Source: an optimization exercise on an open RTL-to-GDS flow (aim: small area and a short achievable clock period). Production flows keep margins and buffers that such runs may drop. Only simulation tests tie the RTL to the original design; equivalence was not proved. No activity file was given, so power comes from the tool's default toggle rates.

Design array_mp4, start of the top module:
module array_mp4 (
    input  logic        clk,
    input  logic        rst,
    input  logic [31:0] addr,
    input  logic [3:0]  we,
    input  logic [31:0] di,
    input  logic [3:0]  valid,
    output logic [3:0]  ready,
    output logic [31:0] dout
);
    array_mp #(
        .DATA_W(8),
        .ADDR_W(8),
        .DEPTH (256),
        .CH    (4)
    ) u_mp (
        .clk   (clk),
        .rst   (rst),
        .addr  (addr),
        .we    (we),
        .di    (di),
        .valid (valid),
        .ready (ready),
        .dout  (dout)
    );
endmodule
Size: ~4500 cells after synthesis, roughly 2100 flip-flops, roughly 110 I/O pins, ~79000 um2 of cells after synthesis.
==> module amp_sel, before the edit <==
module amp_sel
#(
    parameter int DATA_W = 8,
    parameter int ADDR_W = 8,
    parameter int CH     = 4,
    parameter int LO_W   = 4
) (
    input  logic [CH*ADDR_W-1:0]   addr,
    input  logic [CH-1:0]          we,
    input  logic [CH*DATA_W-1:0]   di,
    input  logic [CH-1:0]          valid,
    input  logic [CH-1:0]          ready,
    input  logic [CH-1:0][CH-1:0]  blk,
    input  logic                   wb_v,
    input  logic [ADDR_W-1:0]      wb_addr,
    output logic [CH-1:0]          gnt,
    output logic                   hit,
    output logic [ADDR_W-1:0]      sel_addr,
    output logic [(1<<LO_W)-1:0]   lo_oh,
    output logic [(1<<(ADDR_W-LO_W))-1:0] hi_oh,
    output logic                   sel_we,
    output logic [DATA_W-1:0]      sel_di
);
    localparam int HI_W  = ADDR_W - LO_W;
    always_comb begin
        for (int c = 0; c < CH; c++) begin
            gnt[c] = valid[c] & ~ready[c] & ~|(valid & blk[c]);
        end
        lo_oh  = '0;
        hi_oh  = '0;
        sel_we   = 1'b0;
        sel_di   = '0;
        sel_addr = '0;
        hit      = 1'b0;
        for (int c = 0; c < CH; c++) begin
            hit      = hit | (gnt[c] & (addr[c*ADDR_W +: ADDR_W] == wb_addr));
            sel_addr = sel_addr | (addr[c*ADDR_W +: ADDR_W] & {ADDR_W{gnt[c]}});
            for (int i = 0; i < (1 << LO_W); i++) begin
                lo_oh[i] = lo_oh[i] | (gnt[c] & (addr[c*ADDR_W +: LO_W] == LO_W'(i)));
            end
            for (int j = 0; j < (1 << HI_W); j++) begin
                hi_oh[j] = hi_oh[j] | (gnt[c] & (addr[c*ADDR_W + LO_W +: HI_W] == HI_W'(j)));
            end
            sel_we = sel_we | (gnt[c] & we[c]);
            sel_di = sel_di | (di[c*DATA_W +: DATA_W] & {DATA_W{gnt[c]}});
        end
        hit = hit & wb_v;
    end
endmodule
export LEC_CHECK = 0
export CAP_MARGIN = 30
export CORE_MARGIN = 2
export CORE_UTILIZATION = 40
export CTS_BUF_LIST = sky130_fd_sc_hd__clkbuf_8
export SETUP_SLACK_MARGIN = 4.0
export SLEW_MARGIN = 30
export SYNTH_HIERARCHICAL = 1
export TNS_END_PERCENT = 0
create_clock -name core_clock -period 7.5 [get_ports {clk}]
run.sh (not shown) runs the stock make flow with config.mk's settings and CLKGATE_MAP_FILE= SYNTH_SCRIPT=/design/flow/synth_recipe.tcl, a recipe that flattens the netlist after the stock synthesis.
==> next run, changes <==
--- a/flow/design.v
+++ b/flow/design.v
@@ -258,6 +258,4 @@
             gnt[c] = valid[c] & ~ready[c] & ~|(valid & blk[c]);
         end
-        lo_oh  = '0;
-        hi_oh  = '0;
         sel_we   = 1'b0;
         sel_di   = '0;
@@ -267,10 +265,4 @@
             hit      = hit | (gnt[c] & (addr[c*ADDR_W +: ADDR_W] == wb_addr));
             sel_addr = sel_addr | (addr[c*ADDR_W +: ADDR_W] & {ADDR_W{gnt[c]}});
-            for (int i = 0; i < (1 << LO_W); i++) begin
-                lo_oh[i] = lo_oh[i] | (gnt[c] & (addr[c*ADDR_W +: LO_W] == LO_W'(i)));
-            end
-            for (int j = 0; j < (1 << HI_W); j++) begin
-                hi_oh[j] = hi_oh[j] | (gnt[c] & (addr[c*ADDR_W + LO_W +: HI_W] == HI_W'(j)));
-            end
             sel_we = sel_we | (gnt[c] & we[c]);
             sel_di = sel_di | (di[c*DATA_W +: DATA_W] & {DATA_W{gnt[c]}});
@@ -278,4 +270,52 @@
         hit = hit & wb_v;
     end
+    logic [CH-1:0]                 nb_lo, nb_hi;
+    logic [CH-1:0][(1<<LO_W)-1:0]  dlo, tlo;
+    logic [CH-1:0][(1<<HI_W)-1:0]  dhi, thi;
+    for (genvar c = 0; c < CH; c++) begin : g_c
+        amp_a222oi u_nb_lo (
+            .a1(valid[(c+1)%CH]), .a2(blk[c][(c+1)%CH]),
+            .b1(valid[(c+2)%CH]), .b2(blk[c][(c+2)%CH]),
+            .c1(valid[(c+3)%CH]), .c2(blk[c][(c+3)%CH]),
+            .y (nb_lo[c])
+        );
+        amp_a222oi u_nb_hi (
+            .a1(valid[(c+1)%CH]), .a2(blk[c][(c+1)%CH]),
+            .b1(valid[(c+2)%CH]), .b2(blk[c][(c+2)%CH]),
+            .c1(valid[(c+3)%CH]), .c2(blk[c][(c+3)%CH]),
+            .y (nb_hi[c])
+        );
+        amp_dec #(.W(LO_W)) u_dlo (.a(addr[c*ADDR_W +: LO_W]),        .en(~ready[c]), .y(dlo[c]));
+        amp_dec #(.W(HI_W)) u_dhi (.a(addr[c*ADDR_W + LO_W +: HI_W]), .en(~ready[c]), .y(dhi[c]));
+        for (genvar i = 0; i < (1 << LO_W); i++) begin : g_lo
+            amp_nand3 u_t (.a(valid[c]), .b(nb_lo[c]), .c(dlo[c][i]), .y(tlo[c][i]));
+        end
+        for (genvar j = 0; j < (1 << HI_W); j++) begin : g_hi
+            amp_nand3 u_t (.a(valid[c]), .b(nb_hi[c]), .c(dhi[c][j]), .y(thi[c][j]));
+        end
+    end
+    for (genvar i = 0; i < (1 << LO_W); i++) begin : g_lo_or
+        amp_nand4 u_o (.a(tlo[0][i]), .b(tlo[1][i]), .c(tlo[2][i]), .d(tlo[3][i]), .y(lo_oh[i]));
+    end
+    for (genvar j = 0; j < (1 << HI_W); j++) begin : g_hi_or
+        amp_nand4 u_o (.a(thi[0][j]), .b(thi[1][j]), .c(thi[2][j]), .d(thi[3][j]), .y(hi_oh[j]));
+    end
+endmodule
+module amp_dec #(parameter int W = 4) (
+    input  logic [W-1:0]      a,
+    input  logic              en,
+    output logic [(1<<W)-1:0] y
+);
+    always_comb begin
+        for (int i = 0; i < (1 << W); i++) begin
+            y[i] = en & (a == W'(i));
+        end
+    end
+endmodule
+module amp_a222oi (input logic a1, a2, b1, b2, c1, c2, output logic y);
+    assign y = ~((a1 & a2) | (b1 & b2) | (c1 & c2));
+endmodule
+module amp_nand3 (input logic a, b, c, output logic y);
+    assign y = ~(a & b & c);
 endmodule
 module array_mp4 (
After rerunning:
- global-route usage shrinks by 2.1 points
- sequential power is about the same
- power grows by 3.6%
- synthesized area went up by 0.73%
- sequential cell count stays the same
- synthesized cell count rose by 2.8%
- die area rose by 0.72%

==> port drivers added, routing unchanged <==
Ports are ideal in the flow. The routed layouts listed here were re-timed in OpenROAD. Step 1, drivers: a clkbuf_16 drives clk and a buf_2 each remaining input, both assumed. Step 2 times the ports against the registers' clock, not the clock port: input delays grow and output delays shrink by t, the midpoint of the rising clock arrivals with the driver on. Slacks: ideal / step 1 / step 2; pairs: ideal / step 1.
| run | t, ns | slack for setup (ns) | worst setup path after step 2 | cell pins on the clock port's net |
|---|---|---|---|---|
| the first run | 1.092 | 3.612 / 3.511 / 2.419 | input to register | 1 |
| the second run | 1.124 | 3.816 / 3.844 / 2.755 | input to register | 1 |
After both steps every run listed still meets setup and hold. For the first run, which loses most, drivers alone change the setup slack by -0.101 ns; drivers and shift together by -1.193 ns.
